This is an optimization exercise on Yosys and OpenROAD, whose aim is small area, a short achievable clock period and few clock cycles per item, not a production implementation. In this exercise RTL edits were held to simulation tests only and were not proved equivalent to the original. Power figures rest on the tool's default switching activity, not on a simulated workload.

exp/pepper:
## hlsm_dp_param
module hlsm_dp_param (
  input  logic        Clk,
  input  logic        Rst,
  input  logic        Start,
  input  logic [31:0] a,
  input  logic [31:0] b,
  input  logic [31:0] c,
  output logic        Busy,
  output logic        Done,
  output logic [31:0] z,
  output logic [31:0] x,
  output logic        Ovf
);
  logic        acc;
  assign acc = Start & ~Busy;
  logic [32:0] sd, se;
  logic        bgtc, gt, pair;
  logic [31:0] csuf;
  logic [16:0] eo, et, en;
  logic [31:0] ar, dr;
  logic [16:0] bo, bt, bn;
  logic        ov1;
  assign gt = (sd[32] == se[32]) ? bgtc : se[32];
  always_comb begin
    csuf[31] = c[31];
    for (int k = 30; k >= 0; k--) csuf[k] = csuf[k+1] | c[k];
    pair = 1'b0;
    for (int i = 1; i < 32; i++) pair = pair | (a[i] & csuf[32-i]);
  end
  always_comb begin
    for (int r = 0; r < 17; r++) begin
      logic m1, m0, mm;
      m1 = (2*r+1 < 32) ? c[2*r+1] : 1'b0;
      m0 = (2*r < 32) ? c[2*r] : 1'b0;
      mm = (r == 0) ? 1'b0 : c[2*r-1];
      eo[r] = m0 ^ mm;
      et[r] = (m1 & ~m0 & ~mm) | (~m1 & m0 & mm);
      en[r] = m1;
    end
  end
  always_ff @(posedge Clk) begin
    ar <= a;
    bo <= eo;
    bt <= et;
    bn <= en;
  end
  logic [31:0] er;
  logic        gtr;
  always_ff @(posedge Clk) begin
    if (acc) begin
      dr  <= sd[31:0];
      er  <= se[31:0];
      gtr <= gt;
      ov1 <= sd[32] | se[32] | pair;
    end
  end
  assign z = gtr ? dr : er;
  logic [32:0] pp [17];
  logic [32:0] ts, tc;
  logic [31:0] s3, c3, xp, xg, xpr, xgr;
  logic        c3r31;
  logic [7:0] bg, bp, bgr, bpr;
  logic        t32r, cfr, p32r;
  for (genvar r = 0; r < 17; r++) begin : g_row
    for (genvar k = 0; k < 33 - 2*r; k++) begin : g_bit
      if (r == 16) begin : g_top
        assign pp[r][k] = bo[r] & ar[k];             
      end else if (k == 0) begin : g_lsb
  ...
Size in the first run: roughly 2000 cells after synthesis, about 170 I/O pins, roughly 23000 um^2 of cells after synthesis.
export LEC_CHECK = 0
export CAP_MARGIN = 20
export CORE_MARGIN = 2
export CORE_UTILIZATION = 55
export CTS_BUF_LIST = sky130_fd_sc_hd__clkbuf_4 sky130_fd_sc_hd__clkbuf_8
export SLEW_MARGIN = 20
export SYNTH_HIERARCHICAL = 1
export SYNTH_MINIMUM_KEEP_SIZE = 0
create_clock -name core_clock -period 12.5 [get_ports {Clk}]
standard.sh (not shown) runs the stock make flow with config.mk's settings and CLKGATE_MAP_FILE= SYNTH_SCRIPT=/design/flow/synth_recipe.tcl, a recipe that flattens the netlist after the stock synthesis.
==> flow/flow/run.sh <==
#!/bin/bash
# Own layout flow: the standard flow (standard.sh) in three parts.
#  1. standard synthesis, unchanged;
#  2. flow/downsize.tcl: every combinational cell that synthesis mapped to a
#     drive strength above 1 is set to strength 1 (same function and pins); the
#     resizer later upsizes what timing needs;
#  3. the rest of the standard flow, with a tighter internal repair target for
#     setup (SETUP_SLACK_MARGIN; the SDC is unchanged) and buf_2 port buffers.
# Each tool's output goes to a log file of its own here (and ORFS's per-step
# logs under orfs/logs).
set -euo pipefail
MARGIN=${MARGIN:-7.5}
bash standard.sh synth > make_synth.log 2>&1
openroad -no_init -exit flow/downsize.tcl > downsize.log 2>&1
bash standard.sh SETUP_SLACK_MARGIN=$MARGIN \
  "BUFFER_PORTS_ARGS=-buffer_cell sky130_fd_sc_hd__buf_2" finish > make_finish.log 2>&1
==> flow/flow/downsize.tcl <==
# Set combinational cells of drive strength > 1 to strength 1 in 1_synth.odb.
set odb_file orfs/results/sky130hd/hlsm_dp_param/base/1_synth.odb
read_db $odb_file
set db [ord::get_db]
set n 0
foreach inst [[ord::get_db_block] getInsts] {
  set m [$inst getMaster]
  set name [$m getName]
  if {[regexp {^(sky130_fd_sc_hd__)(\w+)_([0-9]+)$} $name -> pre base size]} {
    if {$size <= 1} continue
    if {[regexp {^(df|edf|sdf|dl|clk|buf|inv|conb|tap|fill|decap)} $base]} continue
    set small [$db findMaster ${pre}${base}_1]
    if {$small eq "NULL" || $small eq ""} continue
    # same pin names required
    set p1 [lsort [lmap t [$m getMTerms] {$t getName}]]
    set p2 [lsort [lmap t [$small getMTerms] {$t getName}]]
    if {$p1 ne $p2} continue
    $inst swapMaster $small
    incr n
  }
}
puts "downsized $n cells"
write_db $odb_file
Looking at the reports, exp/pepper completed the entire flow and the layout it produced met the timing, DRC and antenna checks.
Testbench counts of exp/pepper, summed over its fixed seeds: cycles 4,800, items 2,400.
> inputs changed (exp/pepper -> exp/onyx)
Settings: a change of CORE_UTILIZATION from 55 to 40.
## What came out
[exp/onyx] effective utilization at floorplan fell 15 points relative to exp/pepper
There was hardly any difference in sequential cell count between exp/onyx and exp/pepper.
Actual slew at the worst max-slew pin on exp/onyx is up relative to exp/pepper.
The run showing the greater routed wire length is exp/onyx.
Diff exp/pepper -> exp/onyx: power attributed to combinational cells decreased by 3.5% relative to the old numbers; total number of tap cells increased by about 40% relative to the old numbers.
exp/pepper ended up with a[7] as its launch point of the critical path; exp/onyx ended up with xpr[1]$_DFFE_PP_.
Against exp/pepper, exp/onyx reports a global-route met1 utilization that is lower.
The following lists how exp/fjord was set up differently from exp/onyx:
Settings: CORE_UTILIZATION: 40 -> 70.
[summary]
- For exp/fjord, the worst setup path endpoint was Ovf, unlike exp/onyx, where it was x[25].
- exp/fjord — worst slack at placement 0.045 ns lower, exp/onyx as reference
- exp/fjord ends up with a worst slack on hold paths that is 0.0084 ns higher than in exp/onyx.
- Number of instances resized during post-cts repair: exp/fjord and exp/onyx compared, lower one is exp/fjord
- On final area, exp/fjord does better than exp/onyx.
- Per the final summary, exp/fjord finished and its layout is clean on timing, DRC and antenna.

hlsm_dp_param, a different RTL version from the one above (not shown whole).
For scale: about 170 I/O pins, about 23,000 µm² of cells after synthesis.
==> flow/design.v (excerpt) <==
module hlsm_dp_param (
  input  logic        Clk,
  input  logic        Rst,
  input  logic        Start,
  input  logic [31:0] a,
  input  logic [31:0] b,
  input  logic [31:0] c,
  output logic        Busy,
  output logic        Done,
  output logic [31:0] z,
  output logic [31:0] x,
  output logic        Ovf
);
  logic        acc;
  assign acc = Start & ~Busy;
  logic [32:0] sd, se;
  logic        bgtc, gt, pair, ovs;
  logic [31:0] csuf;
  logic [16:0] eo, et, en;
  logic [31:0] ar, dr;
  logic [16:0] bo, bt, bn;
  logic        ov1;
  hdp_or3 u_ovs (pair, sd[32], se[32], ovs);
  assign gt = (sd[32] == se[32]) ? bgtc : se[32];
  always_comb begin
    csuf[31] = c[31];
    for (int k = 30; k >= 0; k--) csuf[k] = csuf[k+1] | c[k];
    pair = 1'b0;
    for (int i = 1; i < 32; i++) pair = pair | (a[i] & csuf[32-i]);
  end
  always_comb begin
    for (int r = 0; r < 17; r++) begin
      logic m1, m0, mm;
      m1 = (2*r+1 < 32) ? c[2*r+1] : 1'b0;
      m0 = (2*r < 32) ? c[2*r] : 1'b0;
      mm = (r == 0) ? 1'b0 : c[2*r-1];
      eo[r] = m0 ^ mm;
      et[r] = (m1 & ~m0 & ~mm) | (~m1 & m0 & mm);
      en[r] = m1;
    end
  end
  always_ff @(posedge Clk) begin
    ar <= a;
    bo <= eo;
    bt <= et;
    bn <= en;
  end
  logic [31:0] er;
  logic        gtr;
  always_ff @(posedge Clk) begin
    if (acc) begin
      dr  <= sd[31:0];
      er  <= se[31:0];
      gtr <= gt;
      ov1 <= ovs;
    end
  end
  assign z = gtr ? dr : er;
  logic [32:0] pp [17];
  logic [32:0] ts, tc;
  logic [31:0] s3, c3, xp, xg, xpr, xgr;
  logic        c3r31;
  logic [7:0] bg, bp, bgr, bpr;
  logic        t32r, cfr, p32r;
  for (genvar r = 0; r < 17; r++) begin : g_row
    for (genvar k = 0; k < 33 - 2*r; k++) begin : g_bit
      if (r == 16) begin : g_top
        assign pp[r][k] = bo[r] & ar[k];             
      end else if (k == 0) begin : g_lsb
        assign pp[r][k] = (bo[r] & ar[k]) ^ bn[r];
      end else if (k == 32) begin : g_msb
        assign pp[r][k] = (bt[r] & ar[k-1]) ^ bn[r];
      end else begin : g_mid
        hdp_bs u_bs (bo[r], bt[r], bn[r], ar[k], ar[k-1], pp[r][k]);
      end
    end
  end
  always_ff @(posedge Clk) begin
    if (Busy) begin
  ...
export LEC_CHECK = 0
export CAP_MARGIN = 20
export CORE_MARGIN = 2
export CORE_UTILIZATION = 55
export CTS_BUF_LIST = sky130_fd_sc_hd__clkbuf_8 sky130_fd_sc_hd__clkbuf_16
export CTS_CLUSTER_DIAMETER = 80
export CTS_CLUSTER_SIZE = 40
export SLEW_MARGIN = 20
export SYNTH_HIERARCHICAL = 1
export SYNTH_MINIMUM_KEEP_SIZE = 0
create_clock -name core_clock -period 12.5 [get_ports {Clk}]
==> flow/flow/run.sh <==
#!/bin/bash
# Own layout flow: the standard flow (standard.sh) in three parts.
#  1. standard synthesis, unchanged;
#  2. flow/downsize.tcl: every combinational cell that synthesis mapped to a
#     drive strength above 1 is set to strength 1 (same function and pins); the
#     resizer later upsizes what timing needs;
#  3. the rest of the standard flow, with a tighter internal repair target for
#     setup (SETUP_SLACK_MARGIN; the SDC is unchanged) and buf_2 port buffers.
# Each tool's output goes to a log file of its own here (and ORFS's per-step
# logs under orfs/logs).
set -euo pipefail
MARGIN=${MARGIN:-7.75}
bash standard.sh synth > make_synth.log 2>&1
openroad -no_init -exit flow/downsize.tcl > downsize.log 2>&1
bash standard.sh SETUP_SLACK_MARGIN=$MARGIN \
  "BUFFER_PORTS_ARGS=-buffer_cell sky130_fd_sc_hd__buf_2" finish > make_finish.log 2>&1
Scripts as last shown in full above: flow/flow/downsize.tcl
The baseline completed without violations.
Testbench counts at the start, summed over its fixed seeds: cycles 4,800, items 2,400.
Change:
--- a/flow/flow/run.sh
+++ b/flow/flow/run.sh
@@ -10,5 +10,5 @@
 # logs under orfs/logs).
 set -euo pipefail
-MARGIN=${MARGIN:-7.75}
+MARGIN=${MARGIN:-7.5}
 bash standard.sh synth > make_synth.log 2>&1
 openroad -no_init -exit flow/downsize.tcl > downsize.log 2>&1
The changed run produced a clean layout; clock power rose by 6.2%; worst setup slack gains 0.0088 ns; worst hold slack is about the same.
Change:
--- a/flow/config.mk
+++ b/flow/config.mk
@@ -9,7 +9,6 @@
 export CORE_MARGIN = 2
 export CORE_UTILIZATION = 55
-export CTS_BUF_LIST = sky130_fd_sc_hd__clkbuf_8 sky130_fd_sc_hd__clkbuf_16
-export CTS_CLUSTER_DIAMETER = 80
-export CTS_CLUSTER_SIZE = 40
+export CTS_BUF_LIST = sky130_fd_sc_hd__clkbuf_4 sky130_fd_sc_hd__clkbuf_8
+export PLACE_DENSITY = 0.75
 export SLEW_MARGIN = 20
 export SYNTH_HIERARCHICAL = 1
Utilization rose by 1.0 points; via count rose by 1.8%; area after synthesis is unchanged; wire length fell by 2.4%; die area is unchanged; maximum frequency fell by 1.9%; total power rose by 1.6%; cell area rose by 1.6%; clock power rose by 12%; setup slack is worse by 0.098 ns.
Change:
--- a/flow/config.mk
+++ b/flow/config.mk
@@ -8,7 +8,8 @@
 export CAP_MARGIN = 20
 export CORE_MARGIN = 2
-export CORE_UTILIZATION = 55
-export CTS_BUF_LIST = sky130_fd_sc_hd__clkbuf_4 sky130_fd_sc_hd__clkbuf_8
-export PLACE_DENSITY = 0.75
+export CORE_UTILIZATION = 70
+export CTS_BUF_LIST = sky130_fd_sc_hd__clkbuf_8 sky130_fd_sc_hd__clkbuf_16
+export CTS_CLUSTER_DIAMETER = 60
+export CTS_CLUSTER_SIZE = 30
 export SLEW_MARGIN = 20
 export SYNTH_HIERARCHICAL = 1
The changed run completed without violations.
Critical path depth stays the same.
Via count grows by a few percent.
Routed wire length grows slightly.
Count of clock-buffer cells in the layout shrinks by 20.

==> static timing again, ports no longer ideal <==
The flow's constraints put no driver on any port. The routed layouts listed below were extracted and timed again, unchanged, in two steps.
Step 1: set_driving_cell puts a clkbuf_16 on Clk and a buf_2 on each other input, an assumption about the parent block.
Step 2 times the ports against the registers' clock, not the clock port: input delays grow and output delays shrink by t, the midpoint of the rising clock arrivals with the driver on.
a / b / c = ideal / step 1 / step 2; a / b = the first two.
run	shift t [ns]	setup WS [ns]	worst hold slack (ns)	worst setup path after step 2	worst slew at a driven data input, ns
exp/pepper	0.679	7.440 / 7.413 / 6.789	0.492 / 0.492 / 0.492	input to register	0.07
exp/onyx	0.663	7.465 / 7.412 / 6.989	0.483 / 0.483 / 0.483	input to register	0.07
exp/fjord	0.637	7.447 / 7.395 / 6.952	0.491 / 0.491 / 0.491	input to register	0.05
the first run of note 2	0.607	7.547 / 7.488 / 7.178	0.492 / 0.492 / 0.492	input to register	0.07
the second run of note 2	0.599	7.555 / 7.496 / 7.149	0.492 / 0.492 / 0.492	input to register	0.08
the third run of note 2	0.665	7.458 / 7.406 / 7.082	0.482 / 0.482 / 0.482	input to register	0.05
the fourth run of note 2	0.595	7.538 / 7.482 / 7.152	0.526 / 0.526 / 0.526	input to register	0.09
After both steps setup and hold are still met in every run listed. For exp/pepper, which loses most, drivers alone change the setup slack by -0.027 ns; drivers and shift together by -0.651 ns.
